This design comes from an exercise in tuning for small area, a short achievable clock period and few clock cycles per item on the open sky130 flow, not from production work.
In this exercise RTL edits were held to simulation tests only and were not proved equivalent to the original.
Power figures rest on the tool's default switching activity, not on a simulated workload.

## willow
// rvfpm
module rvfpm (
  input  wire         uin_rvfpm,
  input  wire         arst_n,
  input  wire         issue_req,
  output logic        issue_ack,
  input  wire  [3:0]  issue_op,
  input  wire  [3:0]  issue_id,
  input  wire  [4:0]  issue_rd,
  input  wire  [4:0]  issue_rs1,
  input  wire  [4:0]  issue_rs2,
  input  wire  [31:0] issue_int_operand,
  output logic        result_req,
  input  wire         result_ack,
  output logic [3:0]  result_id,
  output logic [4:0]  result_rd,
  output logic        result_fp_write,
  output logic [31:0] result_data
);
  logic        i_v_q;
  logic        i_ph1_q;
  logic [3:0]  i_op_q;
  logic [3:0]  i_id_q;
  logic [4:0]  i_rd_q;
  logic [4:0]  i_rs1_q;
  logic [4:0]  i_rs2_q;
  logic [31:0] i_iop_q;
  logic [31:0] rsel_q;
  logic        rsel_r_q;
  logic        rsel_i_q;
  logic        e_v_q;
  logic [3:0]  e_op_q;
  logic [3:0]  e_id_q;
  logic [4:0]  e_rd_q;
  logic [31:0] a_q;
  logic [31:0] b_q;
  logic        r_full_q;
  logic        rf_we_q;
  logic [3:0]  r_id_q;
  logic [4:0]  r_rd_q;
  logic        r_fpw_q;
  logic [31:0] r_data_q;
  logic        i_free;
  logic        e_done;
  logic        e_free;
  logic        i_adv;
  logic        r_full_d;
  logic        i_fmv;
  logic        e_fpw;
  logic        dep_a;
  logic        dep_b_next;
  logic [4:0]  rsrc;
  logic [31:0] rsel_d;
  logic [31:0] written_next;
  logic [31:0] rdata;
  logic [31:0] ex_data;
  logic        ex_fpw;
  assign e_done = e_v_q & ~r_full_q;
  assign e_free = ~e_v_q | e_done;
  assign i_adv  = i_v_q & ~i_ph1_q & e_free;
  assign i_free = ~i_v_q | i_ph1_q;
  assign r_full_d = (r_full_q & ~(result_req & result_ack)) | e_done;
  assign i_fmv = (i_op_q == 4'd9);
  assign e_fpw = (e_op_q <= 4'd4) || (e_op_q == 4'd9);
  assign dep_a = r_fpw_q & (r_rd_q == i_rs1_q);
  assign dep_b_next = e_done ? (e_fpw & (e_rd_q == i_rs2_q))
                             : (r_fpw_q & (r_rd_q == i_rs2_q));
  always_comb begin
    if (i_free) begin
      rsrc = issue_rs1;
    end else if (i_adv) begin
      rsrc = i_rs2_q;
    end else begin
      rsrc = i_rs1_q;
    end
    for (int i = 0; i < 32; i++) begin
      rsel_d[i] = (rsrc == 5'(i)) & written_next[i] &
                  ~(i_adv & (dep_b_next | i_fmv));
    end
  end
  always_ff @(posedge uin_rvfpm or negedge arst_n) begin
    if (!arst_n) begin
  ...
Size in the first run: ~2600 cells after synthesis, roughly 1300 flip-flops, ~47000 um2 of cells after synthesis.
clock: 6.0 ns
lec_check: 0
cap_margin: 20
core_margin: 2
core_utilization: 60
cts_cluster_diameter: 100
cts_cluster_size: 25
setup_slack_margin: 3.5
slew_margin: 20
run.sh (not shown) runs the stock make flow with config.mk's settings and CLKGATE_MAP_FILE= SYNTH_SCRIPT=/design/flow/synth_recipe.tcl, a recipe that flattens the netlist after the stock synthesis.
Testbench counts of willow, summed over its fixed seeds: cycles 24,024, items 12,000.
Input changes introduced in quartz (baseline for comparison: willow):
- swapping 3.5 for 3.25 in SETUP_SLACK_MARGIN
==> flow/flow/run.sh (new file) <==
#!/bin/bash
# Layout flow: the standard ORFS flow (standard.sh) with
#  - a delay-driven ABC script in synthesis (synth_wrap.tcl),
#  - plain buf_4 port buffers instead of the default delay cells,
#  - cell resizing not limited to the same footprint.
# Each tool's log stays under orfs/logs/; make's output goes to
# standard.log in this folder.
set -uo pipefail
HERE=$(pwd)
sed -e "s#@ABC_SCRIPT@#$HERE/flow/abc_delay.script#" \
    -e "s#@FLOW_SYNTH@#$HERE/synth_recipe.tcl#" \
    flow/synth_wrap.tcl > synth_wrap.tcl
bash standard.sh SYNTH_SCRIPT="$HERE/synth_wrap.tcl" MATCH_CELL_FOOTPRINT=0 \
  BUFFER_PORTS_ARGS="-buffer_cell sky130_fd_sc_hd__buf_4" finish > standard.log 2>&1
==> flow/flow/abc_delay.script (new file) <==
strash
balance
dc2
dch -f
map -D 1000
topo
buffer -c
upsize -c -D 1000
dnsize -c -D 1000
stime -c
==> flow/flow/synth_wrap.tcl (new file) <==
# Synthesis wrapper: the standard flow's synthesis script unchanged, except that
# the ABC mapping step runs a delay-driven script (abc_delay.script)
# in place of ORFS's default one. Flip-flops are mapped before ABC,
# so the registers are those of the standard synthesis.
proc abc {args} {
  set i [lsearch $args -script]
  set args [lreplace $args [expr {$i + 1}] [expr {$i + 1}] @ABC_SCRIPT@]
  yosys abc {*}$args
}
source @FLOW_SYNTH@
==> flow/standard.sh (new file) <==
#!/bin/bash
# synth_recipe.tcl (not shown) runs the flow's synth.tcl, then flattens the netlist and writes it again
# the make line also repeats each setting of config.mk as NAME=value (left out here)
make -C /OpenROAD-flow-scripts/flow DESIGN_CONFIG=/design/flow/config.mk WORK_HOME=/design/flow/orfs CLKGATE_MAP_FILE= SYNTH_SCRIPT=/design/flow/synth_recipe.tcl "${@:-finish}"
removed: flow/run.sh
==> run notes <==
- Clock-buffer cell count ends up higher on willow.
- For the global placement routability congestion, quartz came in about 3.5% higher than willow did.
- Of willow and quartz, the lower areal power density over the cells belongs to willow.
- Between willow and quartz, the sum of routed wire length over all layers is lower for quartz.
- quartz has cell count after placement above what willow had.
- The higher setup slack came out of quartz.
- quartz does worse than willow on worst hold slack.
- quartz ended up with a higher number of standard cells in the layout, taps in and fillers out than willow did.
Relative to quartz, the following input files were edited for xenon:
- a change of SETUP_SLACK_MARGIN from 3.25 to 3.5
==> flow/flow/abc_delay.script <==
strash
dch
map -D 1500
topo
buffer -c
upsize -c -D 1500
dnsize -c -D 1500
stime -c
## What came out
Having completed the whole flow, xenon delivered a layout that passed the timing, DRC and antenna checks. Sequential power: quartz vs xenon — no meaningful difference. Diff quartz -> xenon: routed wire length now larger; number of iterations in the first detailed-routing pass increased by 1 relative to the old numbers.

## port drivers added, routing unchanged
How much do the figures lean on ideal ports? The routed layouts below were timed once more, with nothing changed but the port constraints. Step 1: set_driving_cell puts a clkbuf_16 on uin_rvfpm and a buf_2 on each other input, an assumption about the parent block. Step 2 moves the port delays by t, midway between the first and last clock arrival at a register: inputs arrive t later, outputs are due t later. That takes back most of the time a late clock gives input paths. Three values: no drivers, after step 1, after step 2; two values: the first two.
| run | t, ns | setup WS [ns] | hold WS [ns] |
|---|---|---|---|
| willow | 0.755 | 2.831 / 2.831 / 2.831 | 0.428 / 0.428 / 0.428 |
| quartz | 0.744 | 3.069 / 3.069 / 3.069 | 0.424 / 0.424 / 0.424 |
| xenon | 0.756 | 2.955 / 2.955 / 2.955 | 0.434 / 0.434 / 0.434 |
After both steps every run listed still meets setup and hold.
